This is an optimization exercise on Yosys and OpenROAD, whose aim is small area, a short achievable clock period and few clock cycles per item, not a production implementation.
Function was checked by simulation only, so behaviour that the tests miss may differ from the original.
No activity file was given, so power comes from the tool's default toggle rates.

Setup of the reference run:
==> flow/design.v <==
module instr_fetch_dec3 (
  input  logic [2:0] a,
  output logic [7:0] n
);
  always_comb begin
    for (int k = 0; k < 8; k++) begin
      n[k] = (a != 3'(k));
    end
  end
endmodule
module instr_fetch_nand3 (
  input  logic a, b, c,
  output logic y
);
  assign y = ~(a & b & c);
endmodule
module instr_fetch_sel (
  input  logic t,
  input  logic nlt, nht,    
  input  logic nln, nhn,    
  output logic s
);
  assign s = (t & ~nlt & ~nht) | (~t & ~nln & ~nhn);
endmodule
module instr_fetch_incdec (
  input  logic [5:0] a,
  output logic [7:0] nl,
  output logic [7:0] nh
);
  logic [5:0] a1;
  assign a1 = a + 6'd1;
  instr_fetch_dec3 u_l (.a(a1[2:0]), .n(nl));
  instr_fetch_dec3 u_h (.a(a1[5:3]), .n(nh));
endmodule
module instr_fetch_sumterm0 (
  input  logic       a, b,
  output logic [1:0] t         
);
  assign t[0] = a ^ b;
  assign t[1] = ~(a ^ b);
endmodule
module instr_fetch_sumterm (
  input  logic       a1, b1,   
  input  logic       a0, b0,   
  output logic [3:0] t         
);
  logic x, g, p;
  assign x = a1 ^ b1;
  assign g = a0 & b0;
  assign p = a0 | b0;
  assign t[0] = ~(x ^ p);
  assign t[1] = ~(x ^ g);
  assign t[2] =  (x ^ p);
  assign t[3] =  (x ^ g);
endmodule
module instr_fetch_sumdec (
  input  logic [5:0]  a,
  input  logic [5:0]  b,
  output logic [7:0]  nl,
  output logic [15:0] nh
);
  logic [1:0]  t0;
  logic [3:0]  t [1:5];
  instr_fetch_sumterm0 u_t0 (.a(a[0]), .b(b[0]), .t(t0));
  for (genvar j = 1; j < 6; j++) begin : g_t
    instr_fetch_sumterm u (.a1(a[j]), .b1(b[j]), .a0(a[j-1]), .b0(b[j-1]), .t(t[j]));
  end
  for (genvar k = 0; k < 8; k++) begin : g_l
    instr_fetch_nand3 u (.a(t0[k%2]), .b(t[1][(k/2)%2*2 + k%2]), .c(t[2][(k/4)%2*2 + (k/2)%2]),
                         .y(nl[k]));
  end
  for (genvar m = 0; m < 16; m++) begin : g_h
    instr_fetch_nand3 u (.a(t[3][(m/2)%2*2 + m%2]), .b(t[4][(m/4)%2*2 + (m/2)%2]),
                         .c(t[5][(m/8)%2*2 + (m/4)%2]), .y(nh[m]));
  end
endmodule
module instr_fetch_or8 (
  input  logic [7:0] s,
  input  logic [7:0] w,
  output logic       y
);
  assign y = ~(~((s[0] & w[0]) | (s[1] & w[1])) & ~((s[2] & w[2]) | (s[3] & w[3])) &
               ~((s[4] & w[4]) | (s[5] & w[5])) & ~((s[6] & w[6]) | (s[7] & w[7])));
endmodule
module instr_fetch_nor2 (
  input  logic a, b,
  output logic y
);
  assign y = ~(a | b);
endmodule
module instr_fetch_nand4 (
  input  logic a, b, c, d,
  output logic y
);
  assign y = ~(a & b & c & d);
endmodule
module instr_fetch_rdport #(
  parameter int W = 32
) (
  input  logic [63:0]     s,
  input  logic [64*W-1:0] words,
  output logic [W-1:0]    q
);
  for (genvar b = 0; b < W; b++) begin : g_bit
    logic [7:0] l2;
    logic [3:0] l3;
    for (genvar i = 0; i < 8; i++) begin : g_l2
      logic [7:0] w;
      for (genvar k = 0; k < 8; k++) begin : g_w
        assign w[k] = words[(8*i+k)*W + b];
      end
      instr_fetch_or8 u (.s(s[8*i +: 8]), .w(w), .y(l2[i]));
    end
    for (genvar i = 0; i < 4; i++) begin : g_l3
      instr_fetch_nor2 u (.a(l2[2*i]), .b(l2[2*i+1]), .y(l3[i]));
    end
    instr_fetch_nand4 uq (.a(l3[0]), .b(l3[1]), .c(l3[2]), .d(l3[3]), .y(q[b]));
  end
endmodule
module instr_fetch #(
  parameter int          IMEM_DEPTH = 64,
  parameter logic [31:0] HALT_WORD  = 32'hFFFF_FFFF
) (
  input  logic          clk,
  input  logic          reset,
  input  logic          load_en,
  input  logic [$clog2(IMEM_DEPTH)-1:0] load_addr,
  input  logic [31:0]   load_data,
  input  logic          start,
  input  logic          instr_ready,
  input  logic          PCSrc,
  output logic          instr_valid,
  output logic [31:0]   Instr,
  output logic [31:0]   pc,
  output logic          halted,
  output logic          pc_err
);
  localparam int AW = 6;             
  localparam int HW = 16 - AW + 1;   
  logic                  r_run;      
  logic                  r_fetch;    
  logic                  r_halt;
  logic                  r_pc_err;
  logic [31:0]           r_instr;
  logic [AW-1:0]         r_pcw;      
  logic [HW-1:0]         r_pchi;     
  logic [31:0]           r_imem [IMEM_DEPTH];
  logic [IMEM_DEPTH*32-1:0] w_words;
  logic                  w_is_halt;
  logic [AW-1:0]         w_imm;
  logic [AW:0]           w_nt;       
  logic [AW:0]           w_tl;       
  logic [HW-1:0]         w_thi;      
  logic                  w_oor_t;
  logic                  w_tk;
  logic                  w_oor;
  logic                  w_rd_t;     
  logic [AW-1:0]         w_ntbase;
  logic [31:0]           w_rd;
  assign w_is_halt = (r_instr == HALT_WORD);
  assign w_imm     = r_instr[AW-1:0];
  assign w_nt    = {1'b0, r_pcw} + 1'b1;
  assign w_tl    = {1'b0, r_pcw} + {1'b0, w_imm} + 1'b1;
  assign w_thi   = {r_instr[15], r_instr[15:AW]} + {{(HW-1){1'b0}}, w_tl[AW]};
  assign w_oor_t = ~(((r_instr[15:AW] == '0) && !w_tl[AW]) ||
                     ((r_instr[15:AW] == '1) &&  w_tl[AW]));
  assign w_tk    = PCSrc || w_is_halt;
  assign w_oor   = w_tk ? w_oor_t : w_nt[AW];
  assign w_rd_t  = r_run && PCSrc;
  always_comb begin
    for (int i = 0; i < IMEM_DEPTH; i++) begin
      w_words[i*32 +: 32] = r_imem[i];
    end
  end
  assign w_ntbase = r_run ? r_pcw : '1;
  logic [7:0]            w_nln, w_nhn;
  logic [7:0]            w_nlt;
  logic [15:0]           w_nht;
  logic [IMEM_DEPTH-1:0] w_sel;
  instr_fetch_incdec u_ntdec (.a(w_ntbase), .nl(w_nln), .nh(w_nhn));
  instr_fetch_sumdec u_tdec  (.a(r_pcw), .b(w_imm), .nl(w_nlt), .nh(w_nht));
  for (genvar i = 0; i < IMEM_DEPTH; i++) begin : g_sel
    instr_fetch_sel u (.t(w_rd_t), .nlt(w_nlt[i%8]), .nht(w_nht[i/4]),
                       .nln(w_nln[i%8]), .nhn(w_nhn[i/8]), .s(w_sel[i]));
  end
  instr_fetch_rdport #(.W(32)) u_rd (.s(w_sel), .words(w_words), .q(w_rd));
  always_ff @(posedge clk) begin
    if (load_en && !r_run && !r_fetch) begin
      r_imem[load_addr] <= load_data;
    end
  end
  always_ff @(posedge clk) begin
    if (reset) begin
      r_run   <= 1'b0;
      r_fetch <= 1'b0;
      r_halt  <= 1'b0;
    end else if (r_fetch) begin
      r_run   <= 1'b1;
      r_fetch <= 1'b0;
    end else if (!r_run) begin
      if (start) begin
        r_run   <= !load_en;
        r_fetch <= load_en;
        r_halt  <= 1'b0;
      end
    end else if (instr_ready) begin
      if (w_is_halt || w_oor) begin
        r_run  <= 1'b0;
        r_halt <= 1'b1;
      end
    end
  end
  always_ff @(posedge clk) begin
    if (!r_run || instr_ready) begin
      r_instr <= w_rd;
    end
  end
  always_ff @(posedge clk) begin
    if (!r_run) begin
      if (start || r_fetch) begin
        r_pcw  <= '0;
        r_pchi <= '0;
      end
    end else if (instr_ready) begin
      r_pcw    <= w_tk ? w_tl[AW-1:0] : w_nt[AW-1:0];
      r_pchi   <= w_tk ? w_thi : {{(HW-1){1'b0}}, w_nt[AW]};
      r_pc_err <= w_oor;
    end
  end
  assign instr_valid = r_run;
  assign halted      = r_halt;
  assign Instr       = r_instr;
  assign pc          = {{(32-AW-2-HW){r_pchi[HW-1]}}, r_pchi, r_pcw, 2'b00};
  assign pc_err      = r_pc_err;
endmodule
==> flow/config.mk <==
export PLATFORM = sky130hd
export DESIGN_NAME = instr_fetch
export DESIGN_NICKNAME = instr_fetch
export VERILOG_FILES = /design/flow/design.v
export SDC_FILE = /design/flow/constraint.sdc
export NUM_CORES = 4
export LEC_CHECK = 0
export CAP_MARGIN = 20
export CORE_MARGIN = 2
export CORE_UTILIZATION = 40
export CTS_BUF_LIST = sky130_fd_sc_hd__clkbuf_8
export SETUP_SLACK_MARGIN = 2.0
export SLEW_MARGIN = 20
export SYNTH_HIERARCHICAL = 1
export TNS_END_PERCENT = 10
==> flow/constraint.sdc <==
create_clock -name core_clock -period 5.0 [get_ports {clk}]
set_input_delay 1.0000 -clock core_clock [delete_from_list [all_inputs] [get_ports {clk}]]
set_output_delay 1.0000 -clock core_clock [all_outputs]
set_load 0.01 [all_outputs]
standard.sh (not shown) runs the stock make flow with config.mk's settings and CLKGATE_MAP_FILE= SYNTH_SCRIPT=/design/flow/synth_recipe.tcl, a recipe that flattens the netlist after the stock synthesis.
==> flow/flow/run.sh <==
#!/bin/bash
# Layout flow: the standard flow, with the instruction-memory flip-flops placed
# by hand after the floorplan. Each bit of the 64 words gets a tile of its own (a
# 6x6 grid of tiles with the middle 2x2 left for the control logic), so that the
# AND-OR read tree of a bit stays inside its tile. The port buffers are buf_4
# rather than the standard flow's pick. Everything else is the standard flow.
set -euo pipefail
export BUFFER_PORTS_ARGS="-buffer_cell sky130_fd_sc_hd__buf_4"
bash standard.sh synth floorplan > std_synth_floorplan.log 2>&1
openroad -no_init -exit flow/preplace.tcl > preplace.log 2>&1
bash standard.sh > std_finish.log 2>&1
Other scripts of this flow, unchanged in this note and not shown: flow/flow/preplace.tcl
The reference run: flow completed, timing, DRC and antenna clean
Testbench counts of the reference run, summed over its fixed seeds: cycles 4,607, items 3,967.
## Diff of input files: the trial run against the reference run
--- a/flow/design.v
+++ b/flow/design.v
@@ -79,45 +79,44 @@
   input  logic [7:0] w,
   output logic       y
 );
   assign y = ~(~((s[0] & w[0]) | (s[1] & w[1])) & ~((s[2] & w[2]) | (s[3] & w[3])) &
                ~((s[4] & w[4]) | (s[5] & w[5])) & ~((s[6] & w[6]) | (s[7] & w[7])));
 endmodule
-module instr_fetch_nor2 (
+module instr_fetch_nor4 (
+  input  logic a, b, c, d,
+  output logic y
+);
+  assign y = ~(a | b | c | d);
+endmodule
+module instr_fetch_nand2 (
   input  logic a, b,
   output logic y
 );
-  assign y = ~(a | b);
-endmodule
-module instr_fetch_nand4 (
-  input  logic a, b, c, d,
-  output logic y
-);
-  assign y = ~(a & b & c & d);
+  assign y = ~(a & b);
 endmodule
 module instr_fetch_rdport #(
   parameter int W = 32
 ) (
   input  logic [63:0]     s,
   input  logic [64*W-1:0] words,
   output logic [W-1:0]    q
 );
   for (genvar b = 0; b < W; b++) begin : g_bit
     logic [7:0] l2;
-    logic [3:0] l3;
+    logic [1:0] l3;
     for (genvar i = 0; i < 8; i++) begin : g_l2
       logic [7:0] w;
       for (genvar k = 0; k < 8; k++) begin : g_w
         assign w[k] = words[(8*i+k)*W + b];
       end
       instr_fetch_or8 u (.s(s[8*i +: 8]), .w(w), .y(l2[i]));
     end
-    for (genvar i = 0; i < 4; i++) begin : g_l3
-      instr_fetch_nor2 u (.a(l2[2*i]), .b(l2[2*i+1]), .y(l3[i]));
-    end
-    instr_fetch_nand4 uq (.a(l3[0]), .b(l3[1]), .c(l3[2]), .d(l3[3]), .y(q[b]));
+    instr_fetch_nor4 u0 (.a(l2[0]), .b(l2[1]), .c(l2[2]), .d(l2[3]), .y(l3[0]));
+    instr_fetch_nor4 u1 (.a(l2[4]), .b(l2[5]), .c(l2[6]), .d(l2[7]), .y(l3[1]));
+    instr_fetch_nand2 uq (.a(l3[0]), .b(l3[1]), .y(q[b]));
   end
 endmodule
 module instr_fetch #(
   parameter int          IMEM_DEPTH = 64,
   parameter logic [31:0] HALT_WORD  = 32'hFFFF_FFFF
 ) (
==> comparison <==
Against the reference run, the trial run comes in about 2.4% lower on total met2 wirelength after detailed routing. Compared the trial run against the reference run; via count within noise. Static leakage, the reference run and the trial run: smaller value in the trial run. Cmp the trial run vs the reference run: maximum fanout along the worst path higher in the trial run. Relative to the reference run, the cell area after synthesis of the trial run is higher by 0.31%. Endpoint of the most critical setup path = r_imem[62][29]: the trial run; endpoint of the most critical setup path = r_instr[31]: the reference run.
Testbench counts of the trial run, summed over its fixed seeds: cycles 4,607, items 3,967.

-- what the ideal ports hide --
Ports are ideal in the flow. The routed layouts listed here were re-timed in OpenROAD. Step 1: set_driving_cell puts a clkbuf_16 on clk and a buf_2 on each other input, an assumption about the parent block. Step 2 adds t to the input delays and takes it off the output delays; t is the mean of the earliest and latest rising clock arrival at the registers after step 1. Input paths then give back, and output paths get back, about the clock's delay inside the block. Three values: ideal ports, drivers, drivers and shift; two values: the first two.
| run | shift t [ns] | slack for setup (ns) | clock arrival spread, ns | pins driven straight from the clock port |
|---|---|---|---|---|
| the reference run | 1.195 | 1.648 / 1.607 / 0.827 | 0.093 / 0.093 | 1 |
| the trial run | 1.196 | 1.579 / 1.579 / 0.775 | 0.087 / 0.087 | 1 |
After both steps every run listed still meets setup and hold. The setup slack of the reference run, which loses most, moves by -0.041 ns with the drivers and by -0.821 ns with both steps.
